From an optimization exercise on the open Yosys and OpenROAD flow, aimed at small area and a short achievable clock period; shortcuts taken in it are not production practice.
Where RTL was checked, it was by simulation tests only, not by an equivalence proof against the original.
The RTL of run 1 was laid out without a check of its function.
No run shown here takes its clock network from TritonCTS; it comes from the design's own scripts or RTL.
No driver is modelled on the clock port, so clock power and skew are understated where the tree is cut down; a real chip needs a root buffer or a tree.
No activity file was given, so power comes from the tool's default toggle rates.

==> flow/design.v <==
package vga_pkg;
  localparam int HSIZE = 64;
  localparam int HFP   = 68;
  localparam int HSP   = 72;
  localparam int HMAX  = 80;
  localparam int VSIZE = 24;
  localparam int VFP   = 25;
  localparam int VSP   = 27;
  localparam int VMAX  = 30;
  localparam logic HSPP = 1'b1;
  localparam logic VSPP = 1'b1;
  localparam int FRAME_LEFT   = 8;
  localparam int FRAME_RIGHT  = 56;
  localparam int FRAME_TOP    = 6;
  localparam int FRAME_BOTTOM = 18;
  localparam int FRAME_W      = FRAME_RIGHT - FRAME_LEFT;
  localparam int FRAME_H      = FRAME_BOTTOM - FRAME_TOP;
  localparam int PART_SIZE = FRAME_W * FRAME_H;
  localparam int RAM_DEPTH = 2 * PART_SIZE;
  localparam int SCAN_DELAY      = 4;
  localparam int RST_SCREEN_COLS = 16;
  localparam int SWAP_COL        = 8;
  typedef logic [11:0] coord_t;
  typedef logic [10:0] ram_addr_t;
  typedef logic [2:0]  pal_idx_t;
  typedef logic [5:0]  night_t;
  typedef logic [7:0]  chan_t;
  typedef logic [23:0] rgb_t;
endpackage
`timescale 1ns/1ps
module vga_aoi22 (
  input  logic a1,
  input  logic a2,
  input  logic b1,
  input  logic b2,
  output logic y
);
  assign y = ~((a1 & a2) | (b1 & b2));
endmodule
`timescale 1ns/1ps
import vga_pkg::*;
module vga_top (
  input  logic              clk_vga,
  input  logic              rst_n,
  input  logic              write_strobe,
  input  logic [11:0]   write_x,
  input  logic [11:0]   write_y,
  input  logic [2:0] write_palette,
  input  logic [5:0]   night_rate,
  output logic              write_busy,
  output logic              rst_screen,
  output logic              hsync,
  output logic              vsync,
  output logic              data_enable,
  output logic [7:0]    red,
  output logic [7:0]    green,
  output logic [7:0]    blue
);
  logic [6:0] px;
  logic [4:0] py;
  logic [5:0] ph;
  logic       shown;
  always_ff @(posedge clk_vga) begin
    if (!rst_n) begin
      px    <= '0;
      py    <= '0;
      ph    <= '0;
      shown <= 1'b0;
    end else begin
      if (px == 7'(HMAX - 1)) begin
        px <= '0;
        py <= (py == 5'(VMAX - 1)) ? 5'd0 : py + 5'd1;
      end else begin
        px <= px + 7'd1;
      end
      ph <= (ph == 6'd47) ? 6'd0 : ph + 6'd1;
      if (py == 5'(VSIZE) && px == 7'(SWAP_COL)) shown <= ~shown;
    end
  end
  always_ff @(posedge clk_vga) begin
    if (!rst_n) rst_screen <= 1'b0;
    else rst_screen <= (py == 5'(VSIZE) && px < 7'(RST_SCREEN_COLS - 1))
                    || (py == 5'(VSIZE - 1) && px == 7'(HMAX - 1));
  end
  logic f_hs, f_vs, f_de, f_win;
  assign f_hs  = (px >= 7'(HFP)) && (px < 7'(HSP));
  assign f_vs  = (py >= 5'(VFP)) && (py < 5'(VSP));
  assign f_de  = (px < 7'(HSIZE)) && (py < 5'(VSIZE));
  assign f_win = (px >= 7'(FRAME_LEFT)) && (px < 7'(FRAME_RIGHT))
              && (py >= 5'(FRAME_TOP)) && (py < 5'(FRAME_BOTTOM));
  logic [2:0] d_hs, d_vs, d_de, d_win;
  always_ff @(posedge clk_vga) begin
    if (!rst_n) begin
      d_hs  <= '0;
      d_vs  <= '0;
      d_de  <= '1;    
      d_win <= '0;
    end else begin
      d_hs  <= {d_hs[1:0],  f_hs};
      d_vs  <= {d_vs[1:0],  f_vs};
      d_de  <= {d_de[1:0],  f_de};
      d_win <= {d_win[1:0], f_win};
    end
  end
  always_ff @(posedge clk_vga) begin
    if (!rst_n) begin
      hsync       <= !HSPP;
      vsync       <= !VSPP;
      data_enable <= 1'b0;
    end else begin
      hsync       <= d_hs[2] ? HSPP : !HSPP;
      vsync       <= d_vs[2] ? VSPP : !VSPP;
      data_enable <= d_de[2];
    end
  end
  logic take;
  logic busy_i;
  logic rs_live;
  assign rs_live = (py == 5'(VSIZE)) && (px < 7'(RST_SCREEN_COLS));
  assign take = write_strobe && !busy_i && !rs_live
             && (write_palette != 3'd0)
             && (write_x < 12'(FRAME_W))
             && (write_y < 12'(FRAME_H));
  always_ff @(posedge clk_vga) begin
    if (!rst_n) begin
      write_busy <= 1'b0;
      busy_i     <= 1'b0;
    end else begin
      write_busy <= take || (write_busy && f_win);
      busy_i     <= take || (busy_i && f_win);
    end
  end
  logic       v1;
  logic [5:0] w1_x;
  logic [3:0] w1_y;
  logic [2:0] w1_p;
  always_ff @(posedge clk_vga) begin
    v1   <= rst_n && take;
    w1_x <= write_x[5:0];
    w1_y <= write_y[3:0];
    w1_p <= write_palette;
  end
  logic [6:0] dif;
  logic [5:0] dpos;
  assign dif  = {1'b0, ph} + 7'd1 - {1'b0, w1_x};
  assign dpos = dif[6] ? 6'(dif + 7'd48) : ((dif[5:0] == 6'd48) ? 6'd0 : dif[5:0]);
  logic [4:0] w2_slot;
  logic       w2_half;
  logic [3:0] w2_row;
  logic [2:0] w2_p;
  logic       c_early, c_late0, c_late1;
  always_ff @(posedge clk_vga) begin
    if (v1) begin
      w2_slot <= dpos[5:1];
      w2_half <= ~shown;
      w2_row  <= w1_y;
      w2_p    <= w1_p;
    end
    c_early <= rst_n && v1 && dpos[0];
    c_late0 <= rst_n && v1 && !dpos[0];
    c_late1 <= rst_n && c_late0;
  end
  logic [23:0] ring_sel;
  logic [23:0] slot_sel;
  logic [2:0]  w3_p;
  always_ff @(posedge clk_vga) begin
    for (int k = 0; k < 24; k++)
      ring_sel[k] <= rst_n && (c_early || c_late1)
                  && (w2_half == 1'(k / 12)) && (w2_row == 4'(k % 12));
    for (int j = 0; j < 24; j++)
      slot_sel[j] <= (w2_slot == 5'(j));
    w3_p <= w2_p;
  end
  logic [71:0][47:0] q;
  logic [23:0][2:0] slot_dat;
  always_comb begin
    for (int j = 0; j < 24; j++)
      for (int b = 0; b < 3; b++)
        slot_dat[j][b] = slot_sel[j] && (w3_p[b] ^ ((((2 * j + 3) % 48) % 4) == 1));
  end
  genvar gk, gb, gp;
  for (gk = 0; gk < 24; gk++) begin : g_ring
    for (gp = 0; gp < 48; gp++) begin : g_pos
      if (gp % 2 == 1) begin : g_wr
        localparam int J = ((gp + 45) % 48) / 2;
        logic       keep_n;
        logic [2:0] d;
        assign keep_n = ~(ring_sel[gk] && slot_sel[J]);
        for (gb = 0; gb < 3; gb++) begin : g_bit
          vga_aoi22 u_mux (
            .a1 (q[gk*3+gb][(gp + 47) % 48]),
            .a2 (keep_n),
            .b1 (ring_sel[gk]),
            .b2 (slot_dat[J][gb]),
            .y  (d[gb])
          );
          always_ff @(posedge clk_vga)
            q[gk*3+gb][gp] <= d[gb];
        end
      end else begin : g_sh
        for (gb = 0; gb < 3; gb++) begin : g_bit
          always_ff @(posedge clk_vga)
            q[gk*3+gb][gp] <= q[gk*3+gb][(gp + 47) % 48];
        end
      end
    end
  end
  logic [23:0][2:0] tap;
  for (gk = 0; gk < 24; gk++) begin : g_tap
    for (gb = 0; gb < 3; gb++) begin : g_tb
      assign tap[gk][gb] = q[gk*3+gb][(10 + 32 * (gk % 12)) % 48];
    end
  end
  logic [23:0] rd_sel;
  always_ff @(posedge clk_vga) begin
    for (int k = 0; k < 24; k++)
      rd_sel[k] <= (shown == 1'(k / 12)) && (py == 5'(k % 12 + FRAME_TOP));
  end
  logic [2:0] ridx;
  always_comb begin
    ridx = 3'd0;
    for (int k = 0; k < 24; k++)
      ridx = ridx | (rd_sel[k] ? tap[k] : 3'd0);
  end
  logic on_r, on_g, on_b;
  always_ff @(posedge clk_vga) begin
    on_r <= (ridx == 3'd1) || (ridx == 3'd4) || (ridx == 3'd6) || (ridx == 3'd7);
    on_g <= (ridx == 3'd2) || (ridx == 3'd4) || (ridx == 3'd5) || (ridx == 3'd7);
    on_b <= (ridx == 3'd3) || (ridx == 3'd5) || (ridx == 3'd6) || (ridx == 3'd7);
  end
  logic [5:0] nr;
  logic [5:0] nneg;
  logic [7:0] lvl;
  always_ff @(posedge clk_vga) nr <= night_rate;
  assign nneg = 6'd0 - nr;
  assign lvl  = (nr == 6'd0) ? 8'hFF : {nneg, 2'b00};
  logic e_r, e_g, e_b;
  assign e_r = d_win[2] ? on_r : d_de[2];
  assign e_g = d_win[2] ? on_g : d_de[2];
  assign e_b = d_win[2] ? on_b : d_de[2];
  always_ff @(posedge clk_vga) begin
    if (!rst_n) begin
      red   <= '0;
      green <= '0;
      blue  <= '0;
    end else begin
      red   <= e_r ? lvl : 8'd0;
      green <= e_g ? lvl : 8'd0;
      blue  <= e_b ? lvl : 8'd0;
    end
  end
endmodule
==> flow/flow/run.sh <==
#!/bin/bash
# Standard ORFS layout with two hooks:
#  - flow/post_floorplan.tcl sizes the frame store's write muxes down to a22oi_1;
#  - flow/pre_cts.tcl builds the clock tree by hand (three levels of clkbuf_16: 4 roots
#    on the clock port, 16 middle, 120 leaves over k-means clusters of the flip-flops)
#    in place of TritonCTS.
set -euo pipefail
export POST_FLOORPLAN_TCL="$PWD/flow/post_floorplan.tcl"
export PRE_CTS_TCL="$PWD/flow/pre_cts.tcl"
bash standard.sh > standard.log 2>&1
==> flow/flow/mycts.tcl <==
# manual two-level clock tree: NROOT root buffers on the clock port, each driving leaf buffers,
# each leaf driving a k-means cluster of flip-flop clock pins
proc kmeans {pts k iters} {
  # pts: list of {x y}; returns list of cluster index per point and centers
  set n [llength $pts]
  set centers {}
  set sorted [lsort -real -index 0 $pts]
  for {set i 0} {$i < $k} {incr i} { lappend centers [lindex $sorted [expr {int(($i + 0.5) * $n / $k)}]] }
  # better seed: grid over bbox
  set xs [lmap p $pts {lindex $p 0}]; set ys [lmap p $pts {lindex $p 1}]
  set x0 [tcl::mathfunc::min {*}$xs]; set x1 [tcl::mathfunc::max {*}$xs]
  set y0 [tcl::mathfunc::min {*}$ys]; set y1 [tcl::mathfunc::max {*}$ys]
  set gx [expr {int(ceil(sqrt($k * double($x1 - $x0 + 1) / double($y1 - $y0 + 1))))}]
  if {$gx < 1} {set gx 1}
  set gy [expr {int(ceil(double($k) / $gx))}]
  set centers {}
  for {set i 0} {$i < $k} {incr i} {
    set cx [expr {$i % $gx}]; set cy [expr {$i / $gx}]
    lappend centers [list [expr {$x0 + ($cx + 0.5) * ($x1 - $x0) / $gx}] [expr {$y0 + ($cy + 0.5) * ($y1 - $y0) / $gy}]]
  }
  set cap [expr {int(ceil(1.0 * $n / $k * 1.15))}]
  for {set it 0} {$it < $iters} {incr it} {
    set assign {}
    set cnt [lrepeat $k 0]
    foreach p $pts {
      lassign $p px py
      set best -1; set bd 1e30
      set j 0
      foreach c $centers {
        set d [expr {abs($px - [lindex $c 0]) + abs($py - [lindex $c 1])}]
        if {$d < $bd && [lindex $cnt $j] < $cap} {set bd $d; set best $j}
        incr j
      }
      lappend assign $best
      lset cnt $best [expr {[lindex $cnt $best] + 1}]
    }
    set sx [lrepeat $k 0.0]; set sy [lrepeat $k 0.0]
    foreach p $pts a $assign {
      lset sx $a [expr {[lindex $sx $a] + [lindex $p 0]}]
      lset sy $a [expr {[lindex $sy $a] + [lindex $p 1]}]
    }
    set nc {}
    for {set j 0} {$j < $k} {incr j} {
      set c [lindex $cnt $j]
      if {$c > 0} { lappend nc [list [expr {[lindex $sx $j] / $c}] [expr {[lindex $sy $j] / $c}]] } else { lappend nc [lindex $centers $j] }
    }
    set centers $nc
  }
  return [list $assign $centers]
}

proc manual_cts {nleaf nmid nroot} {
  set db [ord::get_db]
  set block [ord::get_db_block]
  set clk [$block findNet clk_vga]
  set bufm [$db findMaster sky130_fd_sc_hd__clkbuf_16]
  set rootm [$db findMaster sky130_fd_sc_hd__clkbuf_16]
  set sinks {}
  set pts {}
  foreach it [$clk getITerms] {
    set inst [$it getInst]
    set bb [$inst getBBox]
    lappend sinks $it
    lappend pts [list [expr {([$bb xMin] + [$bb xMax]) / 2}] [expr {([$bb yMin] + [$bb yMax]) / 2}]]
  }
  puts "manual_cts: [llength $sinks] sinks"
  lassign [kmeans $pts $nleaf 12] assign centers
  set leaves {}
  for {set j 0} {$j < $nleaf} {incr j} {
    set inst [odb::dbInst_create $block $bufm "ctsleaf_$j"]
    lassign [lindex $centers $j] cx cy
    $inst setLocation [expr {int($cx)}] [expr {int($cy)}]
    $inst setPlacementStatus PLACED
    set net [odb::dbNet_create $block "clknet_leaf_$j"]
    $net setSigType CLOCK
    [$inst findITerm X] connect $net
    lappend leaves $inst
  }
  foreach it $sinks a $assign {
    $it disconnect
    $it connect [$block findNet "clknet_leaf_$a"]
  }
  # optional middle level: nmid buffers, each driving a k-means group of leaves
  set tops $leaves
  set topc $centers
  if {$nmid > 0} {
    lassign [kmeans $centers $nmid 12] massign mcenters
    set mids {}
    for {set m 0} {$m < $nmid} {incr m} {
      set inst [odb::dbInst_create $block $rootm "ctsmid_$m"]
      lassign [lindex $mcenters $m] cx cy
      $inst setLocation [expr {int($cx)}] [expr {int($cy)}]
      $inst setPlacementStatus PLACED
      set net [odb::dbNet_create $block "clknet_mid_$m"]
      $net setSigType CLOCK
      [$inst findITerm X] connect $net
      lappend mids $inst
    }
    foreach leaf $leaves a $massign {
      [$leaf findITerm A] connect [$block findNet "clknet_mid_$a"]
    }
    set tops $mids
    set topc $mcenters
  }
  lassign [kmeans $topc $nroot 12] rassign rcenters
  for {set r 0} {$r < $nroot} {incr r} {
    set inst [odb::dbInst_create $block $rootm "ctsroot_$r"]
    lassign [lindex $rcenters $r] cx cy
    $inst setLocation [expr {int($cx)}] [expr {int($cy)}]
    $inst setPlacementStatus PLACED
    set net [odb::dbNet_create $block "clknet_root_$r"]
    $net setSigType CLOCK
    [$inst findITerm X] connect $net
    [$inst findITerm A] connect $clk
  }
  foreach t $tops a $rassign {
    [$t findITerm A] connect [$block findNet "clknet_root_$a"]
  }
}
==> flow/flow/post_floorplan.tcl <==
# Runs after floorplan (POST_FLOORPLAN_TCL): synthesis maps the frame store's write
# muxes to a22oi_2; the _1 size drives their single flip-flop load, so use it. Later
# timing repair upsizes any that need it.
set db [ord::get_db]
set small [$db findMaster sky130_fd_sc_hd__a22oi_1]
set n 0
foreach inst [[ord::get_db_block] getInsts] {
  if {[[$inst getMaster] getName] eq "sky130_fd_sc_hd__a22oi_2"} {
    $inst swapMaster $small
    incr n
  }
}
puts "post_floorplan: a22oi_2 -> a22oi_1 on $n instances"
==> flow/flow/pre_cts.tcl <==
# Runs before CTS (PRE_CTS_TCL): builds a balanced three-level clock tree by hand and
# makes the standard clock_tree_synthesis call a no-op; the rest of the CTS step
# (timing repair, legalisation) runs unchanged.
source [file join [file dirname [info script]] mycts.tcl]
manual_cts 120 16 4
global_connect
set_propagated_clock [all_clocks]
rename clock_tree_synthesis orfs_clock_tree_synthesis_unused
proc clock_tree_synthesis {args} {
  puts "clock tree already built by pre_cts.tcl; skipping clock_tree_synthesis $args"
}
==> flow/standard.sh <==
#!/bin/bash
# synth_recipe.tcl (not shown) runs the flow's synth.tcl, then flattens the netlist and writes it again
# the make line also repeats each setting of config.mk as NAME=value (left out here)
make -C /OpenROAD-flow-scripts/flow DESIGN_CONFIG=/design/flow/config.mk WORK_HOME=/design/flow/orfs CLKGATE_MAP_FILE= SYNTH_SCRIPT=/design/flow/synth_recipe.tcl "${@:-finish}"
==> flow/config.mk <==
export PLATFORM = sky130hd
export DESIGN_NAME = vga_top
export DESIGN_NICKNAME = vga_top
export VERILOG_FILES = /design/flow/design.v
export SDC_FILE = /design/flow/constraint.sdc
export NUM_CORES = 4
export LEC_CHECK = 0
export CAP_MARGIN = 20
export CORE_MARGIN = 2
export CORE_UTILIZATION = 45
export PLACE_DENSITY = 0.6
export SETUP_SLACK_MARGIN = 4.25
export SLEW_MARGIN = 20
export SYNTH_HIERARCHICAL = 1
export SYNTH_MINIMUM_KEEP_SIZE = 0
==> flow/constraint.sdc <==
create_clock -name core_clock -period 6.5 [get_ports {clk_vga}]
set_input_delay 1.3000 -clock core_clock [delete_from_list [all_inputs] [get_ports {clk_vga}]]
set_output_delay 1.3000 -clock core_clock [all_outputs]
set_load 0.01 [all_outputs]
==> out/metrics.yaml, run 1 <==
synth:
  synth_edf_count: 13
  ys_seq_area_frac: 0.729
  synth_adder_area_share: 0.00293
  synth_area_um2: 99800
  synth.area.mux_share: 0.000414
  syn_nets: 6586
  syn_inst: 6528
  ys_types: 54
  ys_warn_count: 7
  synth_xor_area_frac: 0.00132
  avgSynthCellArea_um2: 15.3
  async_flop_share: 0
  synth-simple-area-share: 0.0387
  synth_top_family_by_area: "compound AO/OA/AOI/OAI gates"
  synth_compound_area_frac: 0.221
  ys_ff_latch: 3628
  synth_flop_cell: "dfxtp_1"
cells_and_area:
  post-route-util: 0.453
  final_cell_mix: "dfxtp_1 (3560), a22oi_1 (1766), nand2_1 (601)"
  finalNonFillerCells: 9648
  fill_cells: 19348
  final_common_cell: "dfxtp_1"
  nNetsFinal: 6745
  drive_above_1_share: 0.0598
  syn_to_final_growth_pct: -0.0965
  multi_input_area_um2: 18100
  ff_latch_area_um2: 72900
route:
  vias: 50944
  postRouteAntennaNets: 0
  avgViaCountPerCell: 5.28
  drt_wl_total_um: 228000
  wl_per_cell_um: 23.6
  first_iter_violations: 5371
  dr.pass1.iters: 6
  drc_errors: 0
grt:
  grt_pass1_vias: 49341
  grt_max_degree: 97
  grt_first_pass_wirelength_um: 328000
  grt_usage: 0.194
  grt_overflow: 0
  antenna_found_initial: 7
power_and_ir_drop:
  cellLeakagePower_uw: 0.0355
  irDropWorstVdd_mv: 0.282
  power.density_nw_per_um2: 325
sta:
  finalCritPeriodShare: 0.412
  finalSetupTns_ps: 0
  rsz0062_at_grt: "true"
  max_slew.worst_pin.slew_ps: 1050
  relSlewSlack: 0.299
  min_period_ps: 2680
  layout_setup_ws_ps: 3820
  fin_skew_ps: 134
  fmax_mhz: 374
  finalHoldViolCount: 0
  slew_violations: 0
  setup_viol_count_final: 0
critical_path:
  crit_path_frequent_cell: "ha_4"
  required_ps: 6830
  rr_endpoint: "w2_slot[4]"
  crit_buf_inv: 3
  rr_startpoint: "ph[1]"
  cp_slowest_cell: "or4_4"
  cp-start-kind: "flip-flop"
  crit_chain: "inv_2, ha_4, inv_4, ha_4, inv_2, fa_2, nor2b_2, o21a_1, or3_4, and2_4, ha_4, nand2_1, or4_4, nand3_2, mux2i_1"
  r2r_setup_slack_ps: 3820
  critPathMaxStageDelay_ps: 420
  r2r_cells: 15
  path_class: "flip-flop to flip-flop"
  critPathMaxFanout: 2
  cpLargestDelayFamily: "simple AND/OR/NAND/NOR gates"
  critPathArrivalTime_ps: 3010
  critPathCaptureType: "flip-flop"
status:
  run_status: "complete, no violations"
place:
  dpl.cell_count: 9496
  gp_congestion: 0.929
  io_buffers: 64
  place_ws_ps: 3250
  dp_hpwl_um: 148000
floorplanning:
  die_area_um2: 226000
  io_pins: 65
  num_rows: 172
  core_area_um2: 220000
  start_util: 0.453
  fp.dieH_um: 475
  die_w_um: 475
worst_hold_path:
  hp-class: "flip-flop to flip-flop"
  hold_depth: 0
  worstHoldEndpoint: "q[1230]"
  holdCritStartpoint: "q[1229]"
run:
  max_cap_violations: 0
clocking:
  insertion_delay_ps: 650
  holdBufCountCts: 0
  path_clk_slew_ps: 120
## per-module statistics from Yosys (local to each module, per instance)
module     cell area [um^2]  times used  flops+latches  cells
vga_aoi22              12.5        1728              0      1
vga_top               78200           1           3628   4800
## layout make-up
cell class                 instances  share of cell area
antenna                            5            0.000125
multi-input combinational       2731               0.181
tap                             2958              0.0371
timing repair buffer             160              0.0144
sequential                      3628               0.731
buffer                           140              0.0351
inverter                          26             0.00105
## repair_timing
item	in CTS	in global routing
setup endpoints to repair	135	58
cloned	0	1
gates resized for setup	189	28
buffers inserted	5	0
pin swaps	3	2
## Yosys cell counts, types with 3 or more instances
library cell  number  area share
edfxtp_1          13      0.0039
a22oi_1           38      0.0029
nor4_1             5     0.00031
inv_1             25     0.00094
buf_4              3     0.00023
o21ai_0            7     0.00035
and3_1            16      0.0010
nor2b_1           41      0.0026
nor3_1            16     0.00080
a22oi_2         1728        0.22
mux2i_1            3     0.00030
and2_1            64      0.0040
nand3_1            9     0.00045
dfxtp_1         3615        0.72
xnor2_1           12      0.0011
ha_1              21      0.0026
nor2_1            95      0.0036
nand2b_1          12     0.00075
nand4_1           14     0.00088
nand2_1          601       0.023
buf_2              6     0.00030
clkbuf_1         133      0.0050
o21ai_1            5     0.00025
a21oi_1            5     0.00025
or3_1              5     0.00031
xor2_1             3     0.00026
## cells by family (layout without fill, tap and decap cells)
group	after synthesis	count (layout)
XOR/XNOR	15	15
adder cells (fa/ha/maj)	23	23
AND/OR/NAND/NOR	895	896
AO/OA/AOI/OAI	1793	1793
other	0	5
flip-flops	3628	3628
buffers and inverters	170	326
multiplexers	4	4
## worst max path at each step
stage,from,end,slack (ps),depth (start not counted)
after floorplan,ph[1],w2_slot[4],3850,15
after global placement,rst_n,busy_i,3210,6
after detailed placement,rst_n,busy_i,3250,6
after CTS,ph[1],w2_slot[3],3850,15
after global routing,ph[1],w2_slot[3],3670,15
final,ph[1],w2_slot[4],3820,15
## layer usage
metal | vias to the layer above | share of wire | track usage
met5 | - | 0 | 0
met4 | 0 | 0.032 | 0.0559
met3 | 345 | 0.061 | 0.0221
met2 | 1669 | 0.45 | 0.307
met1 | 25284 | 0.46 | 0.280
li1 | 23646 | - | -
## report_power, final
group / leakage, uW / internal [uW] / switching, uW
Clock: 0.00173 / 3910 / 6110
Sequential: 0.0313 / 22200 / 11.8
Combinational: 0.00249 / 64.4 / 51.0
## per-stage QoR
step                      power, uW  hold slack, ps  cell area [um^2]
after floorplan               22800             310             99900
after global placement        22900             310             95900
after detailed placement      22900             312             95900
after CTS                     32600             249             99600
after global routing          33300             264             99700
final                         32400             248             99700
## sequential cells by signal, summed over array words and instances (netlist names), 4 cells and up
signal and flops:
rd_sel 24, w2_slot 5, ph 6, nr 6
blue 7, w1_x 6, slot_sel 24, px 7
w2_row 4, green 7, q 3456, ring_sel 24
red 7, w1_y 4, py 5
==> inputs of run 2 (changes only) <==
--- a/flow/design.v
+++ b/flow/design.v
@@ -64,7 +64,7 @@
     if (!rst_n) begin
       px    <= '0;
       py    <= '0;
-      ph    <= '0;
+      ph    <= 6'd1;
       shown <= 1'b0;
     end else begin
       if (px == 7'(HMAX - 1)) begin
@@ -141,34 +141,32 @@
     w1_p <= write_palette;
   end
   logic [6:0] dif;
-  logic [5:0] dpos;
-  assign dif  = {1'b0, ph} + 7'd1 - {1'b0, w1_x};
-  assign dpos = dif[6] ? 6'(dif + 7'd48) : ((dif[5:0] == 6'd48) ? 6'd0 : dif[5:0]);
-  logic [4:0] w2_slot;
+  assign dif = {1'b0, ph} - {1'b0, w1_x};
+  logic [6:0] w2_dif;
   logic       w2_half;
   logic [3:0] w2_row;
   logic [2:0] w2_p;
   logic       c_early, c_late0, c_late1;
   always_ff @(posedge clk_vga) begin
     if (v1) begin
-      w2_slot <= dpos[5:1];
+      w2_dif  <= dif;
       w2_half <= ~shown;
       w2_row  <= w1_y;
       w2_p    <= w1_p;
     end
-    c_early <= rst_n && v1 && dpos[0];
-    c_late0 <= rst_n && v1 && !dpos[0];
-    c_late1 <= rst_n && c_late0;
+    c_early <= rst_n && v1 && dif[0];
+    c_late0 <= rst_n && v1 && !dif[0];
+    c_late1 <= c_late0;
   end
   logic [23:0] ring_sel;
   logic [23:0] slot_sel;
   logic [2:0]  w3_p;
   always_ff @(posedge clk_vga) begin
     for (int k = 0; k < 24; k++)
-      ring_sel[k] <= rst_n && (c_early || c_late1)
+      ring_sel[k] <= (c_early || c_late1)
                   && (w2_half == 1'(k / 12)) && (w2_row == 4'(k % 12));
     for (int j = 0; j < 24; j++)
-      slot_sel[j] <= (w2_slot == 5'(j));
+      slot_sel[j] <= (w2_dif[6:1] == 6'(j)) || (w2_dif[6:1] == 6'(j + 40));
     w3_p <= w2_p;
   end
   logic [71:0][47:0] q;
@@ -239,14 +237,8 @@
   assign e_g = d_win[2] ? on_g : d_de[2];
   assign e_b = d_win[2] ? on_b : d_de[2];
   always_ff @(posedge clk_vga) begin
-    if (!rst_n) begin
-      red   <= '0;
-      green <= '0;
-      blue  <= '0;
-    end else begin
-      red   <= e_r ? lvl : 8'd0;
-      green <= e_g ? lvl : 8'd0;
-      blue  <= e_b ? lvl : 8'd0;
-    end
+    red   <= (rst_n && e_r) ? lvl : 8'd0;
+    green <= (rst_n && e_g) ? lvl : 8'd0;
+    blue  <= (rst_n && e_b) ? lvl : 8'd0;
   end
 endmodule
--- a/flow/flow/mycts.tcl
+++ b/flow/flow/mycts.tcl
@@ -18,7 +18,7 @@
     set cx [expr {$i % $gx}]; set cy [expr {$i / $gx}]
     lappend centers [list [expr {$x0 + ($cx + 0.5) * ($x1 - $x0) / $gx}] [expr {$y0 + ($cy + 0.5) * ($y1 - $y0) / $gy}]]
   }
-  set cap [expr {int(ceil(1.0 * $n / $k * 1.15))}]
+  set cap [expr {int(ceil(1.0 * $n / $k * 1.02))}]
   for {set it 0} {$it < $iters} {incr it} {
     set assign {}
     set cnt [lrepeat $k 0]
==> out/metrics.yaml, run 2 <==
status:
  run_status: "complete, no violations"
critical_path:
  path_class: "flip-flop to primary output"
  critPathCaptureType: "primary output"
  cpLargestDelayFamily: "flip-flops"
  cp_slowest_cell: "dfxtp_2"
  critPathArrivalTime_ps: 1150
  crit_path_frequent_cell: "buf_6"
  cp-start-kind: "flip-flop"
  crit_buf_inv: 2
  critPathMaxStageDelay_ps: 350
  required_ps: 5200
  critPathMaxFanout: 2
  crit_chain: "buf_6, buf_6"
sta:
  rsz0062_at_grt: "true"
  finalHoldViolCount: 0
  fmax_mhz: 408
  finalCritPeriodShare: 0.377
  relSlewSlack: 0.341
  setup_viol_count_final: 0
  slew_violations: 0
  finalSetupTns_ps: 0
  min_period_ps: 2450
  max_slew.worst_pin.slew_ps: 981
  fin_skew_ps: 78.1
route:
  wl_per_cell_um: 23.9
  vias: 50940
  dr.pass1.iters: 8
  drt_wl_total_um: 231000
  postRouteAntennaNets: 0
  avgViaCountPerCell: 5.28
  drc_errors: 0
  first_iter_violations: 4719
clocking:
  insertion_delay_ps: 610
  path_clk_slew_ps: 110
  holdBufCountCts: 0
synth:
  avgSynthCellArea_um2: 15.3
  ys_seq_area_frac: 0.729
  ys_ff_latch: 3629
  synth_area_um2: 99800
  synth_most_common_cell: "dfxtp_1"
  ys_warn_count: 7
  ys_types: 49
  async_flop_share: 0
  syn_nets: 6581
  syn_inst: 6529
  synth_edf_count: 14
  yosys.area.top_type: "dfxtp_1"
  ys_top_cells_by_count: "dfxtp_1 (3615), a22oi_2 (1728), nand2_1 (605)"
  synthTopCellsByArea: "dfxtp_1 (73%), a22oi_2 (22%), nand2_1 (2.3%)"
  synth_flop_cell: "dfxtp_1"
  yosysTopAreaCellShare: 0.725
floorplanning:
  fp.dieH_um: 475
  core_area_um2: 220000
  start_util: 0.453
  io_pins: 65
  die_w_um: 475
  die_area_um2: 226000
  num_rows: 172
run:
  max_cap_violations: 0
cells_and_area:
  syn_to_final_growth_pct: -0.176
  nNetsFinal: 6743
  largest_reg_flops: 3456
  finalNonFillerCells: 9649
  final_common_cell: "dfxtp_1"
  drive_above_1_share: 0.0558
  max_flop_register: "q"
  final_cell_mix: "dfxtp_1 (3563), a22oi_1 (1764), nand2_1 (605)"
power_and_ir_drop:
  power_uw: 32500
  irDropWorstVdd_mv: 0.171
  cellLeakagePower_uw: 0.0355
  power.density_nw_per_um2: 326
grt:
  grt_pass1_vias: 49004
  grt_usage: 0.197
  grt_overflow: 0
  grt_first_pass_wirelength_um: 331000
  antenna_found_initial: 6
  grt_max_degree: 97
place:
  gp_congestion: 0.853
  io_buffers: 64
  dp_hpwl_um: 149000
  dpl.cell_count: 9502
worst_hold_path:
  hp-class: "flip-flop to flip-flop"
[run 2: changes by cell type in the layout (fill, tap and decap cells not counted), moves of 4 or more]
cell / delta
and2_2: -13
ha_4: -4
buf_6: -7
clkdlybuf4s50_1: -9
buf_4: +5
nor3_1: +4
dlymetal6s2s_1: +8
and3_1: -4
nand2_1: +4
o21ai_0: +4
nor2b_1: +7
and2_1: +12
xor2_1: +4
[run 2: per-module statistics from Yosys (local to each module, per instance)]
| module | flip-flops and latches | cells inside |
|---|---|---|
| vga_aoi22 | 0 | 1 |
| vga_top | 3629 | 4801 |
[run 2: layout make-up]
cell class | instances | area, um^2
multi-input combinational | 2736 | 18000
inverter | 21 | 78.8
fill | 19401 | 121000
timing repair buffer | 163 | 1450
tap | 2958 | 3700
buffer | 140 | 3500
antenna | 2 | 5.00
sequential | 3629 | 72900
[run 2: cell families after synthesis]
kind of cell,after synthesis,synth area share
buffers and inverters,164,0.00641
adders and majority gates,17,0.00218
and+or+nand+nor,909,0.0394
AOI/OAI and AO/OA,1794,0.221
DFF,3629,0.729
xor gates and xnor gates,16,0.00140
[run 2: final timing paths]
| path | start | end | slack, ps | cells after the start |
|---|---|---|---|---|
| worst max-delay path | red[1] | red[1] | 4050 | 2 |
| worst min-delay path | q[817] | q[818] | 300 | 0 |
| worst max register to register | w2_dif[4] | slot_sel[6] | 4250 | 3 |
| worst min register to register | q[817] | q[818] | 300 | 0 |
[run 2: report_power, final]
part	internal (uW)	switching, uW	total (uW)
clock	3920	6190	10100
sequential	22200	13.1	22300
combinational	51.4	41.6	93.0
[run 2: per-stage QoR]
stage	hold WS (ps)	cell area, um^2	setup slack [ps]	util
2_1_floorplan	310	99800	4180	-
3_3_place_gp	310	95900	3460	0.436
3_5_place_dp	312	95900	3510	0.436
4_1_cts	315	99400	3950	0.452
5_1_grt	324	99600	4020	0.452
6_report	305	99600	4050	0.453
[run 2: what timing repair did]
item                                   CTS  global route
resized for setup                      145            41
pin swaps                                1             8
setup endpoints to repair              146            51
buffers inserted                         2             2
endpoints found under the hold margin    0             0
[run 2: layer usage]
layer | GRT usage | up-vias | wire [um]
li1 | - | 23662 | -
met1 | 0.273 | 25294 | 102000
met2 | 0.323 | 1635 | 107000
met3 | 0.0241 | 349 | 14100
met4 | 0.0578 | 0 | 7980
met5 | 0 | - | 0
==> inputs of run 3 (changes only) <==
--- a/flow/design.v
+++ b/flow/design.v
@@ -82,35 +82,32 @@
     else rst_screen <= (py == 5'(VSIZE) && px < 7'(RST_SCREEN_COLS - 1))
                     || (py == 5'(VSIZE - 1) && px == 7'(HMAX - 1));
   end
-  logic f_hs, f_vs, f_de, f_win;
-  assign f_hs  = (px >= 7'(HFP)) && (px < 7'(HSP));
-  assign f_vs  = (py >= 5'(VFP)) && (py < 5'(VSP));
-  assign f_de  = (px < 7'(HSIZE)) && (py < 5'(VSIZE));
+  logic f_win;
   assign f_win = (px >= 7'(FRAME_LEFT)) && (px < 7'(FRAME_RIGHT))
               && (py >= 5'(FRAME_TOP)) && (py < 5'(FRAME_BOTTOM));
-  logic [2:0] d_hs, d_vs, d_de, d_win;
-  always_ff @(posedge clk_vga) begin
-    if (!rst_n) begin
-      d_hs  <= '0;
-      d_vs  <= '0;
-      d_de  <= '1;    
-      d_win <= '0;
-    end else begin
-      d_hs  <= {d_hs[1:0],  f_hs};
-      d_vs  <= {d_vs[1:0],  f_vs};
-      d_de  <= {d_de[1:0],  f_de};
-      d_win <= {d_win[1:0], f_win};
-    end
-  end
+  logic [1:0] age;
+  always_ff @(posedge clk_vga) begin
+    if (!rst_n) age <= 2'd0;
+    else if (age != 2'd3) age <= age + 2'd1;
+  end
+  logic old3;
+  logic p_hs, p_vs, p_de, p_win;
+  assign old3  = (age == 2'd3);
+  assign p_hs  = old3 && (px >= 7'(HFP + 3)) && (px < 7'(HSP + 3));
+  assign p_vs  = old3 && ((px >= 7'd3) ? ((py >= 5'(VFP)) && (py < 5'(VSP)))
+                                       : ((py >= 5'(VFP + 1)) && (py < 5'(VSP + 1))));
+  assign p_de  = !old3 || ((px >= 7'd3) && (px < 7'(HSIZE + 3)) && (py < 5'(VSIZE)));
+  assign p_win = old3 && (px >= 7'(FRAME_LEFT + 3)) && (px < 7'(FRAME_RIGHT + 3))
+              && (py >= 5'(FRAME_TOP)) && (py < 5'(FRAME_BOTTOM));
   always_ff @(posedge clk_vga) begin
     if (!rst_n) begin
       hsync       <= !HSPP;
       vsync       <= !VSPP;
       data_enable <= 1'b0;
     end else begin
-      hsync       <= d_hs[2] ? HSPP : !HSPP;
-      vsync       <= d_vs[2] ? VSPP : !VSPP;
-      data_enable <= d_de[2];
+      hsync       <= p_hs ? HSPP : !HSPP;
+      vsync       <= p_vs ? VSPP : !VSPP;
+      data_enable <= p_de;
     end
   end
   logic take;
@@ -227,15 +224,15 @@
     on_b <= (ridx == 3'd3) || (ridx == 3'd5) || (ridx == 3'd6) || (ridx == 3'd7);
   end
   logic [5:0] nr;
-  logic [5:0] nneg;
+  logic [6:0] m;
   logic [7:0] lvl;
   always_ff @(posedge clk_vga) nr <= night_rate;
-  assign nneg = 6'd0 - nr;
-  assign lvl  = (nr == 6'd0) ? 8'hFF : {nneg, 2'b00};
+  assign m   = 7'd64 - {1'b0, nr};
+  assign lvl = {m[5:0] | {6{m[6]}}, m[6], (nr == 6'd0)};
   logic e_r, e_g, e_b;
-  assign e_r = d_win[2] ? on_r : d_de[2];
-  assign e_g = d_win[2] ? on_g : d_de[2];
-  assign e_b = d_win[2] ? on_b : d_de[2];
+  assign e_r = p_win ? on_r : p_de;
+  assign e_g = p_win ? on_g : p_de;
+  assign e_b = p_win ? on_b : p_de;
   always_ff @(posedge clk_vga) begin
     red   <= (rst_n && e_r) ? lvl : 8'd0;
     green <= (rst_n && e_g) ? lvl : 8'd0;
==> flow/flow/run.sh (replaced) <==
#!/bin/bash
# Standard ORFS layout with these changes:
#  - flow/post_floorplan.tcl sizes the frame store's write muxes down to a22oi_1;
#  - flow/pre_cts.tcl builds the clock tree by hand (three levels of clkbuf_16: 4 roots
#    on the clock port, 20 middle, about 136 leaves over k-means clusters of the flip-flops)
#    in place of TritonCTS;
#  - the port buffers are buf_2.
set -euo pipefail
export POST_FLOORPLAN_TCL="$PWD/flow/post_floorplan.tcl"
export PRE_CTS_TCL="$PWD/flow/pre_cts.tcl"
# port buffers as buf_2 rather than the default (a delay cell)
export BUFFER_PORTS_ARGS="-inputs -outputs -buffer_cell sky130_fd_sc_hd__buf_2"
bash standard.sh > standard.log 2>&1
--- a/flow/flow/mycts.tcl
+++ b/flow/flow/mycts.tcl
@@ -117,3 +117,89 @@
     [$t findITerm A] connect [$block findNet "clknet_root_$a"]
   }
 }
+
+# Split every leaf whose flip-flop clock pins see a slew above limit (ns, estimated from
+# placement) into two leaves over a 2-means split of its sinks; repeat a few rounds.
+proc split_slow_leaves {limit rounds} {
+  set db [ord::get_db]
+  set block [ord::get_db_block]
+  set bufm [$db findMaster sky130_fd_sc_hd__clkbuf_16]
+  set nextid 0
+  foreach inst [$block getInsts] {
+    if {[regexp {^ctsleaf_([0-9]+)$} [$inst getName] -> id] && $id >= $nextid} { set nextid [expr {$id + 1}] }
+  }
+  set_propagated_clock [all_clocks]
+  for {set round 0} {$round < $rounds} {incr round} {
+    estimate_parasitics -placement
+    set slew [dict create]
+    foreach p [get_pins -hierarchical */CLK] { dict set slew [string map {\\ {}} [get_full_name $p]] [get_property $p slew_max] }
+    set nsplit 0
+    foreach leaf [$block getInsts] {
+      if {![string match ctsleaf_* [$leaf getName]]} continue
+      set net [[$leaf findITerm X] getNet]
+      set sinks {}
+      set pts {}
+      set worst 0
+      foreach it [$net getITerms] {
+        if {[$it isOutputSignal]} continue
+        set inst [$it getInst]
+        set key [string map {\\ {}} "[$inst getName]/[[$it getMTerm] getName]"]
+        if {[dict exists $slew $key]} { set s [dict get $slew $key]; if {$s > $worst} { set worst $s } }
+        set bb [$inst getBBox]
+        lappend sinks $it
+        lappend pts [list [expr {([$bb xMin] + [$bb xMax]) / 2}] [expr {([$bb yMin] + [$bb yMax]) / 2}]]
+      }
+      if {$worst <= $limit || [llength $sinks] < 4} continue
+      lassign [kmeans2 $pts] assign centers
+      set parent [[$leaf findITerm A] getNet]
+      set nb [odb::dbInst_create $block $bufm "ctsleaf_$nextid"]
+      set nn [odb::dbNet_create $block "clknet_leaf_$nextid"]
+      incr nextid
+      $nn setSigType CLOCK
+      [$nb findITerm X] connect $nn
+      [$nb findITerm A] connect $parent
+      lassign [lindex $centers 1] cx cy
+      $nb setLocation [expr {int($cx)}] [expr {int($cy)}]
+      $nb setPlacementStatus PLACED
+      lassign [lindex $centers 0] cx cy
+      $leaf setLocation [expr {int($cx)}] [expr {int($cy)}]
+      foreach it $sinks a $assign {
+        if {$a == 1} { $it disconnect; $it connect $nn }
+      }
+      incr nsplit
+    }
+    puts "split_slow_leaves: round $round split $nsplit leaves"
+    if {$nsplit == 0} break
+  }
+}
+
+# plain 2-means (no size cap), seeded with the two points farthest apart along the longer side
+proc kmeans2 {pts} {
+  set xs [lmap p $pts {lindex $p 0}]; set ys [lmap p $pts {lindex $p 1}]
+  set dx [expr {[tcl::mathfunc::max {*}$xs] - [tcl::mathfunc::min {*}$xs]}]
+  set dy [expr {[tcl::mathfunc::max {*}$ys] - [tcl::mathfunc::min {*}$ys]}]
+  set ax [expr {$dx >= $dy ? 0 : 1}]
+  set s [lsort -real -index $ax $pts]
+  set centers [list [lindex $s 0] [lindex $s end]]
+  for {set it 0} {$it < 10} {incr it} {
+    set assign {}
+    set sx {0.0 0.0}; set sy {0.0 0.0}; set cnt {0 0}
+    foreach p $pts {
+      lassign $p px py
+      set d0 [expr {abs($px - [lindex $centers 0 0]) + abs($py - [lindex $centers 0 1])}]
+      set d1 [expr {abs($px - [lindex $centers 1 0]) + abs($py - [lindex $centers 1 1])}]
+      set a [expr {$d1 < $d0 ? 1 : 0}]
+      lappend assign $a
+      lset sx $a [expr {[lindex $sx $a] + $px}]
+      lset sy $a [expr {[lindex $sy $a] + $py}]
+      lset cnt $a [expr {[lindex $cnt $a] + 1}]
+    }
+    set nc {}
+    for {set j 0} {$j < 2} {incr j} {
+      set c [lindex $cnt $j]
+      if {$c > 0} { lappend nc [list [expr {[lindex $sx $j] / $c}] [expr {[lindex $sy $j] / $c}]] } else { lappend nc [lindex $centers $j] }
+    }
+    set centers $nc
+  }
+  return [list $assign $centers]
+}
--- a/flow/flow/post_floorplan.tcl
+++ b/flow/flow/post_floorplan.tcl
@@ -11,3 +11,4 @@
   }
 }
 puts "post_floorplan: a22oi_2 -> a22oi_1 on $n instances"
+
==> flow/flow/pre_cts.tcl (replaced) <==
# Runs before CTS (PRE_CTS_TCL): builds a balanced three-level clock tree by hand, splits
# any leaf whose clock pins would see too slow a slew, and
# makes the standard clock_tree_synthesis call a no-op; the rest of the CTS step
# (timing repair, legalisation) runs unchanged.
source [file join [file dirname [info script]] mycts.tcl]
manual_cts 136 20 4
split_slow_leaves 0.105 3
global_connect
set_propagated_clock [all_clocks]
rename clock_tree_synthesis orfs_clock_tree_synthesis_unused
proc clock_tree_synthesis {args} {
  puts "clock tree already built by pre_cts.tcl; skipping clock_tree_synthesis $args"
}
--- a/flow/config.mk
+++ b/flow/config.mk
@@ -7,9 +7,9 @@
 export LEC_CHECK = 0
 export CAP_MARGIN = 20
 export CORE_MARGIN = 2
-export CORE_UTILIZATION = 45
-export PLACE_DENSITY = 0.6
-export SETUP_SLACK_MARGIN = 4.25
+export CORE_UTILIZATION = 55
+export PLACE_DENSITY = 0.65
+export SETUP_SLACK_MARGIN = 4.3
 export SLEW_MARGIN = 20
 export SYNTH_HIERARCHICAL = 1
 export SYNTH_MINIMUM_KEEP_SIZE = 0
==> out/metrics.yaml, run 3 <==
floorplanning:
  die_w_um: 430
  core_area_um2: 181000
  die_area_um2: 185000
  io_pins: 65
  fp.dieH_um: 430
  num_rows: 156
  start_util: 0.553
synth:
  ys_seq_area_frac: 0.728
  ys_types: 53
  yosys.area.top_type: "dfxtp_1"
  synthTopCellsByArea: "dfxtp_1 (72%), a22oi_2 (22%), nand2_1 (2.3%)"
  synth_area_um2: 99800
  synth_most_common_cell: "dfxtp_1"
  synth_flop_cell: "dfxtp_1"
  syn_inst: 6531
  ys_ff_latch: 3622
  async_flop_share: 0
  syn_nets: 6584
  yosysTopAreaCellShare: 0.724
  ys_warn_count: 7
  avgSynthCellArea_um2: 15.3
  synth_edf_count: 14
  ys_top_cells_by_count: "dfxtp_1 (3608), a22oi_2 (1728), nand2_1 (603)"
status:
  run_status: "complete, no violations"
critical_path:
  crit_chain: "buf_6"
  cp-startpoint: "hsync"
  required_ps: 5200
  crit_buf_inv: 1
  critPathMaxStageDelay_ps: 390
  path_class: "flip-flop to primary output"
  cp_slowest_cell: "dfxtp_4"
  critPathCaptureType: "primary output"
  rr_startpoint: "slot_sel[1]"
  cp-start-kind: "flip-flop"
  critPathMaxFanout: 1
  cpLargestDelayFamily: "flip-flops"
  critPathArrivalTime_ps: 1100
cells_and_area:
  nNetsFinal: 6775
  final_cell_mix: "dfxtp_1 (3558), a22oi_1 (1764), nand2_1 (603)"
  largest_reg_flops: 3456
  final_common_cell: "dfxtp_1"
  multi_input_area_um2: 18200
  syn_to_final_growth_pct: -0.395
  max_flop_register: "q"
  final_cell_area_um2: 99400
  ff_latch_area_um2: 72800
  fill_cells: 14388
  drive_above_1_share: 0.0668
  finalNonFillerCells: 9095
place:
  gp_congestion: 0.910
  dpl.cell_count: 8908
  place_ws_ps: 3930
  dp_hpwl_um: 145000
  io_buffers: 64
  dpl_cell_area_um2: 94800
grt:
  grt_usage: 0.239
  grt_overflow: 0
  antenna_found_initial: 12
  grt_max_degree: 97
  grt_pass1_vias: 49693
  grt_first_pass_wirelength_um: 331000
route:
  wl_per_cell_um: 25.6
  first_iter_violations: 5670
  drc_errors: 0
  avgViaCountPerCell: 5.71
  postRouteAntennaNets: 0
  dr.pass1.iters: 6
  drt_wl_total_um: 233000
  vias: 51889
clocking:
  holdBufCountCts: 0
  insertion_delay_ps: 630
  path_clk_slew_ps: 100
sta:
  slew_violations: 0
  fmax_mhz: 416
  finalCritPeriodShare: 0.370
  max_slew.worst_pin.slew_ps: 1040
  layout_setup_ws_ps: 4100
  relSlewSlack: 0.307
  finalSetupTns_ps: 0
  hold_slack_ps: 256
  min_period_ps: 2400
  rsz0062_at_grt: "true"
  setup_viol_count_final: 0
  fin_skew_ps: 83.7
  finalHoldViolCount: 0
worst_hold_path:
  hp-class: "flip-flop to flip-flop"
  holdCritStartpoint: "q[1441]"
run:
  max_cap_violations: 0
power_and_ir_drop:
  power.density_nw_per_um2: 333
  irDropWorstVdd_mv: 0.218
  cellLeakagePower_uw: 0.0356
[run 3: worst paths after layout]
check | slack, ps | endpoint | cells past startpoint
worst min-delay path | 260 | q[1442] | 0
worst min register to register | 260 | q[1442] | 0
worst max register to register | 4290 | q[2021] | 3
worst max-delay path | 4100 | hsync | 1
[run 3: metrics by stage]
step	utilization	power [uW]
finish	0.550	33100
global route	0.550	34100
CTS	0.549	33300
detailed placement	0.525	22800
global placement	0.525	22800
floorplan	-	22800
[run 3: timing repair]
action,in CTS,in global routing
resized for setup,34,35
pin swaps,3,1
setup buffers,4,6
endpoints found under the setup margin,297,233
gates cloned,9,0
[run 3: power by group]
group / switching (uW) / internal [uW]
clock network: 6310 / 4470
logic: 70.2 / 60.2
registers: 14.9 / 22200
[run 3: layout make-up]
| cell class | count | share of cell area |
|---|---|---|
| multi-input cells | 2754 | 0.183 |
| plain buffers | 161 | 0.0405 |
| flip-flops and latches | 3622 | 0.732 |
| inverters | 23 | 0.000869 |
| diodes | 5 | 0.000126 |
| well taps | 2370 | 0.0298 |
| repair buffers | 160 | 0.0129 |
[run 3: logic make-up (layout without fill, tap and decap cells)]
logic type | after synthesis | after routing | synth area share
buf+inv | 164 | 344 | 0.00641
compound gates | 1809 | 1809 | 0.223
xor+xnor | 17 | 17 | 0.00149
fa+ha+maj | 18 | 18 | 0.00231
other cells | 0 | 5 | 0
simple gates | 899 | 908 | 0.0387
flops | 3622 | 3622 | 0.728
mux | 2 | 2 | 0.000201
[run 3: layer usage]
metal  track usage  share of wire  vias to the layer above
met2         0.374           0.44                     1924
met3        0.0288          0.066                      456
met1         0.344           0.45                    25720
met4        0.0868          0.045                        6
met5             0        0.00016                        -
li1              -              -                    23783
[run 3: per-module statistics from Yosys, one instance, submodules excluded]
module     cell area (um^2)  times used  flip-flops and latches
vga_aoi22              12.5        1728                       0
vga_top               78100           1                    3622
==> inputs of run 4 (changes only) <==
--- a/flow/config.mk
+++ b/flow/config.mk
@@ -7,9 +7,9 @@
 export LEC_CHECK = 0
 export CAP_MARGIN = 20
 export CORE_MARGIN = 2
-export CORE_UTILIZATION = 55
-export PLACE_DENSITY = 0.65
-export SETUP_SLACK_MARGIN = 4.3
+export CORE_UTILIZATION = 45
+export PLACE_DENSITY = 0.6
+export SETUP_SLACK_MARGIN = 4.25
 export SLEW_MARGIN = 20
 export SYNTH_HIERARCHICAL = 1
 export SYNTH_MINIMUM_KEEP_SIZE = 0
==> out/metrics.yaml, run 4 <==
route:
  first_iter_violations: 4887
  dr.pass1.iters: 6
  avgViaCountPerCell: 5.28
  drt_wl_total_um: 233000
  vias: 50991
  drc_errors: 0
  wl_per_cell_um: 24.2
  postRouteAntennaNets: 0
critical_path:
  required_ps: 5200
  r2r_setup_slack_ps: 4290
  cp_slowest_cell: "dfxtp_2"
  crit_chain: "buf_6"
  path_class: "flip-flop to primary output"
  rr_startpoint: "slot_sel[15]"
  critPathMaxStageDelay_ps: 370
  critPathCaptureType: "primary output"
  cp-start-kind: "flip-flop"
  crit_buf_inv: 1
  crit_cells: 1
  cp-startpoint: "hsync"
  critPathMaxFanout: 1
  r2r_cells: 3
  critPathArrivalTime_ps: 1050
  rr_endpoint: "q[849]"
  cpLargestDelayFamily: "flip-flops"
power_and_ir_drop:
  p_seq_frac: 0.672
  power.density_nw_per_um2: 331
  p_clk_frac: 0.325
  comb_power_share: 0.003
  power.switching_uw: 6350
  power.internal_uw: 26700
  p_sw_frac: 0.192
  cellLeakagePower_uw: 0.0355
  irDropWorstVdd_mv: 0.213
  power_uw: 33100
sta:
  rsz0062_at_grt: "true"
  fin_skew_ps: 76.5
  hold_slack_ps: 264
  relSlewSlack: 0.257
  max_slew.worst_pin.slew_ps: 1110
  setup_viol_count_final: 0
  fmax_mhz: 425
  finalHoldViolCount: 0
  slew_violations: 0
  layout_setup_ws_ps: 4150
  finalCritPeriodShare: 0.362
  min_period_ps: 2350
  finalSetupTns_ps: 0
cells_and_area:
  final_common_cell: "dfxtp_1"
  fill_cells: 19557
  final_cell_mix: "dfxtp_1 (3557), a22oi_1 (1764), nand2_1 (603)"
  syn_to_final_growth_pct: 0.0289
  nNetsFinal: 6755
  drive_above_1_share: 0.0630
  max_flop_register: "q"
  ff_latch_area_um2: 72800
  multi_input_area_um2: 18100
  largest_reg_flops: 3456
synth:
  ys_warn_count: 7
  yosys.area.top_type: "dfxtp_1"
  syn_nets: 6584
  synth_flop_cell: "dfxtp_1"
  synthTopCellsByArea: "dfxtp_1 (72%), a22oi_2 (22%), nand2_1 (2.3%)"
  ys_seq_area_frac: 0.728
  async_flop_share: 0
  ys_types: 53
  yosysTopAreaCellShare: 0.724
  synth_edf_count: 14
  ys_ff_latch: 3622
  ys_top_cells_by_count: "dfxtp_1 (3608), a22oi_2 (1728), nand2_1 (603)"
  syn_inst: 6531
  synth_most_common_cell: "dfxtp_1"
  avgSynthCellArea_um2: 15.3
  synth_area_um2: 99800
floorplanning:
  die_w_um: 475
  core_area_um2: 220000
  die_area_um2: 225000
  start_util: 0.454
  io_pins: 65
  fp.dieH_um: 475
  num_rows: 172
grt:
  grt_max_degree: 97
  grt_first_pass_wirelength_um: 334000
  grt_usage: 0.199
  grt_overflow: 0
  grt_pass1_vias: 49555
  antenna_found_initial: 5
place:
  gp_congestion: 0.898
  place_ws_ps: 3950
  io_buffers: 64
  dp_hpwl_um: 150000
worst_hold_path:
  hp-class: "flip-flop to flip-flop"
  holdCritStartpoint: "q[1339]"
  worstHoldEndpoint: "q[1340]"
  hold_depth: 0
clocking:
  insertion_delay_ps: 570
  path_clk_slew_ps: 100
status:
  run_status: "complete, no violations"
run:
  max_cap_violations: 0
run 4: per-module statistics from Yosys (local to each module, per instance):
module	flops+latches	cells inside	copies in the design	cell area, um^2
vga_top	3622	4803	1	78100
vga_aoi22	0	1	1728	12.5
run 4: cell families (layout without fill, tap and decap cells):
family,count (synthesis),after routing,share of synthesized area
AOI/OAI and AO/OA,1809,1809,0.223
xor gates and xnor gates,17,17,0.00149
adders and majority gates,18,18,0.00231
buffers and inverters,164,333,0.00641
DFF,3622,3622,0.728
muxes,2,2,0.000201
other,0,3,0
and+or+nand+nor,899,899,0.0387
run 4: power by group through the flow:
stage          clock [uW]  combinational [uW]  sequential, uW
2_1_floorplan           0                57.9           22700
3_3_place_gp            0                 102           22700
3_5_place_dp            0                 105           22700
4_1_cts             10900                 109           22200
5_1_grt             11800                 127           22200
6_report            10700                 114           22200
run 4: worst max path at each step:
| stage | to | slack (ps) |
|---|---|---|
| after CTS | hsync | 4120 |
| final | hsync | 4150 |
| after detailed placement | busy_i | 3950 |
| after global placement | write_busy | 3930 |
| after global routing | hsync | 4110 |
| after floorplan | busy_i | 4210 |
run 4: per-stage QoR:
stage | area, um^2 | util | std cells
6_report | 99800 | 0.454 | 9661
3_3_place_gp | 95500 | 0.434 | 9494
3_5_place_dp | 95500 | 0.434 | 9494
5_1_grt | 99800 | 0.454 | 9658
4_1_cts | 99700 | 0.453 | 9656
2_1_floorplan | 99800 | - | 6531
run 4: area by class of cell:
cell class | count | share of cell area
Buffer | 161 | 0.0404
Sequential cell | 3622 | 0.729
Multi-Input combinational cell | 2745 | 0.181
Inverter | 23 | 0.000865
Antenna cell | 3 | 0.0000752
Tap cell | 2958 | 0.0371
Timing Repair Buffer | 149 | 0.0115
run 4: per-layer routing:
layer	share of wire	wire, um	vias to the layer above	GRT usage
met5	0	0	-	0
li1	-	-	23711	-
met2	0.45	105000	1645	0.318
met3	0.054	12700	429	0.0219
met1	0.45	105000	25206	0.279
met4	0.042	9830	0	0.0696
run 4: timing repair:
item | 4_1_cts | 5_1_grt
resized for setup | 38 | 29
hold buffers | 0 | 0
setup buffers | 1 | 2
setup endpoints to repair | 208 | 130
cloned | 0 | 0
==> inputs of run 5 (changes only) <==
--- a/flow/design.v
+++ b/flow/design.v
@@ -139,16 +139,30 @@
   end
   logic [6:0] dif;
   assign dif = {1'b0, ph} - {1'b0, w1_x};
-  logic [6:0] w2_dif;
+  logic [3:0] pd_lo;
+  logic [5:0] pd_hi;
+  logic [3:0] pr_lo;
+  logic [2:0] pr_hi;
+  always_comb begin
+    for (int i = 0; i < 4; i++) pd_lo[i] = (dif[2:1] == 2'(i));
+    for (int i = 0; i < 6; i++) pd_hi[i] = (dif[6:3] == 4'(i)) || (dif[6:3] == 4'(i + 10));
+    for (int i = 0; i < 4; i++) pr_lo[i] = (w1_y[1:0] == 2'(i));
+    for (int i = 0; i < 3; i++) pr_hi[i] = (w1_y[3:2] == 2'(i));
+  end
+  logic [3:0] w2_dlo;
+  logic [5:0] w2_dhi;
   logic       w2_half;
-  logic [3:0] w2_row;
+  logic [3:0] w2_rlo;
+  logic [2:0] w2_rhi;
   logic [2:0] w2_p;
   logic       c_early, c_late0, c_late1;
   always_ff @(posedge clk_vga) begin
     if (v1) begin
-      w2_dif  <= dif;
+      w2_dlo  <= pd_lo;
+      w2_dhi  <= pd_hi;
       w2_half <= ~shown;
-      w2_row  <= w1_y;
+      w2_rlo  <= pr_lo;
+      w2_rhi  <= pr_hi;
       w2_p    <= w1_p;
     end
     c_early <= rst_n && v1 && dif[0];
@@ -160,10 +174,10 @@
   logic [2:0]  w3_p;
   always_ff @(posedge clk_vga) begin
     for (int k = 0; k < 24; k++)
-      ring_sel[k] <= (c_early || c_late1)
-                  && (w2_half == 1'(k / 12)) && (w2_row == 4'(k % 12));
+      ring_sel[k] <= (c_early || c_late1) && (w2_half == 1'(k / 12))
+                  && w2_rlo[(k % 12) % 4] && w2_rhi[(k % 12) / 4];
     for (int j = 0; j < 24; j++)
-      slot_sel[j] <= (w2_dif[6:1] == 6'(j)) || (w2_dif[6:1] == 6'(j + 40));
+      slot_sel[j] <= w2_dlo[j % 4] && w2_dhi[j / 4];
     w3_p <= w2_p;
   end
   logic [71:0][47:0] q;
--- a/flow/flow/run.sh
+++ b/flow/flow/run.sh
@@ -1,8 +1,9 @@
 #!/bin/bash
 # Standard ORFS layout with these changes:
 #  - flow/post_floorplan.tcl sizes the frame store's write muxes down to a22oi_1;
-#  - flow/pre_cts.tcl builds the clock tree by hand (three levels of clkbuf_16: 4 roots
-#    on the clock port, 20 middle, about 136 leaves over k-means clusters of the flip-flops)
+#  - flow/pre_cts.tcl builds the clock tree by hand (three levels: 4 clkinv_16 roots on
+#    the clock port, 20 clkinv_8, about 136 clkbuf_16 leaves over k-means clusters of
+#    the flip-flops)
 #    in place of TritonCTS;
 #  - the port buffers are buf_2.
 set -euo pipefail
--- a/flow/flow/mycts.tcl
+++ b/flow/flow/mycts.tcl
@@ -1,4 +1,6 @@
-# manual two-level clock tree: NROOT root buffers on the clock port, each driving leaf buffers,
+# output pin of a buffer or inverter
+proc outpin {inst} { foreach it [$inst getITerms] { if {[$it isOutputSignal]} { return $it } } }
+# manual clock tree: NROOT root cells on the clock port, an optional middle level, and leaf buffers,
 # each leaf driving a k-means cluster of flip-flop clock pins
 proc kmeans {pts k iters} {
   # pts: list of {x y}; returns list of cluster index per point and centers
@@ -49,12 +51,13 @@
   return [list $assign $centers]
 }
 
-proc manual_cts {nleaf nmid nroot} {
+proc manual_cts {nleaf nmid nroot rootcell midcell} {
   set db [ord::get_db]
   set block [ord::get_db_block]
   set clk [$block findNet clk_vga]
   set bufm [$db findMaster sky130_fd_sc_hd__clkbuf_16]
-  set rootm [$db findMaster sky130_fd_sc_hd__clkbuf_16]
+  set rootm [$db findMaster $rootcell]
+  set midm [$db findMaster $midcell]
   set sinks {}
   set pts {}
   foreach it [$clk getITerms] {
@@ -73,7 +76,7 @@
     $inst setPlacementStatus PLACED
     set net [odb::dbNet_create $block "clknet_leaf_$j"]
     $net setSigType CLOCK
-    [$inst findITerm X] connect $net
+    [outpin $inst] connect $net
     lappend leaves $inst
   }
   foreach it $sinks a $assign {
@@ -87,13 +90,13 @@
     lassign [kmeans $centers $nmid 12] massign mcenters
     set mids {}
     for {set m 0} {$m < $nmid} {incr m} {
-      set inst [odb::dbInst_create $block $rootm "ctsmid_$m"]
+      set inst [odb::dbInst_create $block $midm "ctsmid_$m"]
       lassign [lindex $mcenters $m] cx cy
       $inst setLocation [expr {int($cx)}] [expr {int($cy)}]
       $inst setPlacementStatus PLACED
       set net [odb::dbNet_create $block "clknet_mid_$m"]
       $net setSigType CLOCK
-      [$inst findITerm X] connect $net
+      [outpin $inst] connect $net
       lappend mids $inst
     }
     foreach leaf $leaves a $massign {
@@ -110,7 +113,7 @@
     $inst setPlacementStatus PLACED
     set net [odb::dbNet_create $block "clknet_root_$r"]
     $net setSigType CLOCK
-    [$inst findITerm X] connect $net
+    [outpin $inst] connect $net
     [$inst findITerm A] connect $clk
   }
   foreach t $tops a $rassign {
@@ -136,7 +139,7 @@
     set nsplit 0
     foreach leaf [$block getInsts] {
       if {![string match ctsleaf_* [$leaf getName]]} continue
-      set net [[$leaf findITerm X] getNet]
+      set net [[outpin $leaf] getNet]
       set sinks {}
       set pts {}
       set worst 0
@@ -156,7 +159,7 @@
       set nn [odb::dbNet_create $block "clknet_leaf_$nextid"]
       incr nextid
       $nn setSigType CLOCK
-      [$nb findITerm X] connect $nn
+      [outpin $nb] connect $nn
       [$nb findITerm A] connect $parent
       lassign [lindex $centers 1] cx cy
       $nb setLocation [expr {int($cx)}] [expr {int($cy)}]
==> flow/flow/pre_cts.tcl (replaced) <==
# Runs before CTS (PRE_CTS_TCL): builds a balanced three-level clock tree by hand (4 root
# clkinv_16 on the clock port, 20 middle clkinv_8, clkbuf_16 leaves), splits
# any leaf whose clock pins would see too slow a slew, and
# makes the standard repair_clock_inverters and clock_tree_synthesis calls no-ops; the rest of the CTS step
# (timing repair, legalisation) runs unchanged.
source [file join [file dirname [info script]] mycts.tcl]
manual_cts 136 20 4 sky130_fd_sc_hd__clkinv_16 sky130_fd_sc_hd__clkinv_8
split_slow_leaves 0.105 3
global_connect
set_propagated_clock [all_clocks]
# the roots and middle level are inverters: keep the CTS step's repair_clock_inverters,
# which runs next, from cloning them onto the clock port
rename repair_clock_inverters orfs_repair_clock_inverters_unused
proc repair_clock_inverters {args} {
  puts "clock tree already built by pre_cts.tcl; skipping repair_clock_inverters $args"
}
rename clock_tree_synthesis orfs_clock_tree_synthesis_unused
proc clock_tree_synthesis {args} {
  puts "clock tree already built by pre_cts.tcl; skipping clock_tree_synthesis $args"
}
--- a/flow/config.mk
+++ b/flow/config.mk
@@ -7,9 +7,9 @@
 export LEC_CHECK = 0
 export CAP_MARGIN = 20
 export CORE_MARGIN = 2
-export CORE_UTILIZATION = 45
-export PLACE_DENSITY = 0.6
-export SETUP_SLACK_MARGIN = 4.25
+export CORE_UTILIZATION = 55
+export PLACE_DENSITY = 0.65
+export SETUP_SLACK_MARGIN = 4.3
 export SLEW_MARGIN = 20
 export SYNTH_HIERARCHICAL = 1
 export SYNTH_MINIMUM_KEEP_SIZE = 0
==> out/metrics.yaml, run 5 <==
floorplanning:
  core_area_um2: 181000
  die_area_um2: 185000
  io_pins: 65
  num_rows: 156
  die_w_um: 431
  fp.dieH_um: 431
  start_util: 0.554
synth:
  ys_ff_latch: 3629
  yosysTopAreaCellShare: 0.721
  syn_nets: 6590
  ys_types: 49
  synth_area_um2: 100000
  synthTopCellsByArea: "dfxtp_1 (72%), a22oi_2 (22%), nand2_1 (2.2%)"
  synth_edf_count: 21
  yosys.area.top_type: "dfxtp_1"
  avgSynthCellArea_um2: 15.3
  synth_most_common_cell: "dfxtp_1"
  ys_warn_count: 7
  ys_seq_area_frac: 0.728
  ys_top_cells_by_count: "dfxtp_1 (3608), a22oi_2 (1728), nand2_1 (593)"
  async_flop_share: 0
  synth_flop_cell: "dfxtp_1"
  syn_inst: 6537
sta:
  slew_violations: 0
  max_slew.worst_pin.slew_ps: 1130
  finalCritPeriodShare: 0.367
  finalHoldViolCount: 0
  rsz0062_at_grt: "true"
  fmax_mhz: 419
  fin_skew_ps: 87.1
  min_period_ps: 2390
  finalSetupTns_ps: 0
  setup_viol_count_final: 0
  relSlewSlack: 0.242
cells_and_area:
  syn_to_final_growth_pct: -0.407
  final_common_cell: "dfxtp_1"
  nNetsFinal: 6792
  final_cell_mix: "dfxtp_1 (3545), a22oi_1 (1764), nand2_1 (593)"
  post-route-util: 0.552
  ff_latch_area_um2: 73000
  multi_input_area_um2: 18400
  drive_above_1_share: 0.0712
  fill_cells: 14537
  largest_reg_flops: 3456
  max_flop_register: "q"
route:
  drt_wl_total_um: 230000
  first_iter_violations: 5658
  avgViaCountPerCell: 5.69
  wl_per_cell_um: 25.2
  dr.pass1.iters: 7
  vias: 51872
  drc_errors: 0
  postRouteAntennaNets: 0
grt:
  grt_max_degree: 77
  grt_overflow: 0
  antenna_found_initial: 18
  grt_pass1_vias: 49968
  grt_usage: 0.237
  grt_first_pass_wirelength_um: 330000
critical_path:
  cp-start-kind: "flip-flop"
  critPathCaptureType: "flip-flop"
  critPathMaxStageDelay_ps: 1040
  rr_startpoint: "slot_sel[5]"
  cp_slowest_cell: "nor2b_2"
  crit_chain: "nor2b_2, a22oi_1"
  critPathArrivalTime_ps: 2670
  cp-startpoint: "slot_sel[5]"
  required_ps: 6780
  critPathMaxFanout: 30
  path_class: "flip-flop to flip-flop"
status:
  run_status: "complete, no violations"
run:
  max_cap_violations: 0
clocking:
  path_clk_slew_ps: 100
  holdBufCountCts: 0
  insertion_delay_ps: 460
power_and_ir_drop:
  cellLeakagePower_uw: 0.0359
  power.density_nw_per_um2: 329
  irDropWorstVdd_mv: 0.217
place:
  gp_congestion: 0.915
  dp_hpwl_um: 147000
  io_buffers: 64
worst_hold_path:
  holdCritStartpoint: "q[1181]"
  hp-class: "flip-flop to flip-flop"
-- run 5: changes by cell type after synthesis, sizes merged, moves of 3 or more --
cell    previous run  this run
nor2b             46        56
nand2b            16         8
o21ai             23        18
clkbuf           136       132
nor2             102        67
and2              52        89
nand2            603       593
nor3b              1         5
nand3b             5         2
or4                0         3
nor3              21        14
or3                1         4
edfxtp            14        21
and3              13        25
-- run 5: metal layers --
metal	vias to the layer above	global-route usage	share of wire
met5	-	0	0
met4	0	0.0786	0.038
met3	380	0.0278	0.066
met2	1892	0.375	0.45
met1	25781	0.341	0.45
li1	23819	-	-
-- run 5: report_power, final --
part           switching [uW]  total [uW]  internal (uW)  leakage, uW
combinational            89.0         177           87.8      0.00278
sequential               20.5       22300          22300       0.0312
clock                    6400       10400           3990      0.00188
total                    6510       32800          26300       0.0359
-- run 5: critical path, delay by kind of cell (launching register included) --
kind	cells	cell delay, ps
AOI/OAI and AO/OA	1	170
DFF	1	990
and+or+nand+nor	1	1040
-- run 5: stage by stage --
stage | setup slack, ps | power, uW | area (um^2) | instances | hold WS (ps)
floorplan | 4240 | 22900 | 100000 | 6537 | 310
global placement | 3870 | 22900 | 95200 | 8927 | 310
detailed placement | 3900 | 22900 | 95200 | 8927 | 312
CTS | 4090 | 33000 | 99400 | 9097 | 284
global route | 4160 | 33800 | 99700 | 9107 | 301
finish | 4110 | 32800 | 99700 | 9116 | 292
-- run 5: worst paths after layout --
| path | endpoint | slack [ps] | cells after the start |
|---|---|---|---|
| hold reg to reg | q[1182] | 290 | 0 |
| hold / removal | q[1182] | 290 | 0 |
| setup / recovery | q[2077] | 4110 | 2 |
| setup reg to reg | q[2077] | 4110 | 2 |
-- run 5: modules after synthesis, one instance, submodules excluded --
| module | cell area, um^2 | cells inside | flip-flops and latches | times used |
|---|---|---|---|---|
| vga_top | 78500 | 4809 | 3629 | 1 |
| vga_aoi22 | 12.5 | 1 | 0 | 1728 |
-- run 5: logic make-up after synthesis --
family	count (synthesis)	synth area share
AOI/OAI and AO/OA	1807	0.222
xor gates and xnor gates	19	0.00166
adders and majority gates	18	0.00230
buffers and inverters	160	0.00605
DFF	3629	0.728
muxes	2	0.000212
and+or+nand+nor	902	0.0400
-- run 5: final cells by class --
class                      count  area share
sequential                  3629       0.732
buffer                       138      0.0346
multi-input combinational   2754       0.184
timing repair buffer         168      0.0138
tap                         2370      0.0297
inverter                      48     0.00537
antenna                        9    0.000226
-- run 5: repair_timing --
| action | CTS | global route |
|---|---|---|
| setup buffers | 5 | 7 |
| endpoints found under the setup margin | 358 | 215 |
| cloned | 3 | 3 |
| endpoints found under the hold margin | 0 | 0 |
| pin swaps | 3 | 8 |
| gates resized for setup | 61 | 42 |

Re-timed with assumed drivers on the ports (clkbuf_16 on the clock, buf_2 on other inputs), run 5 has 3.932 ns of setup slack against 4.112 ns with ideal ports, and 3.890 ns once port delays also move by the mid clock arrival of 0.728 ns.
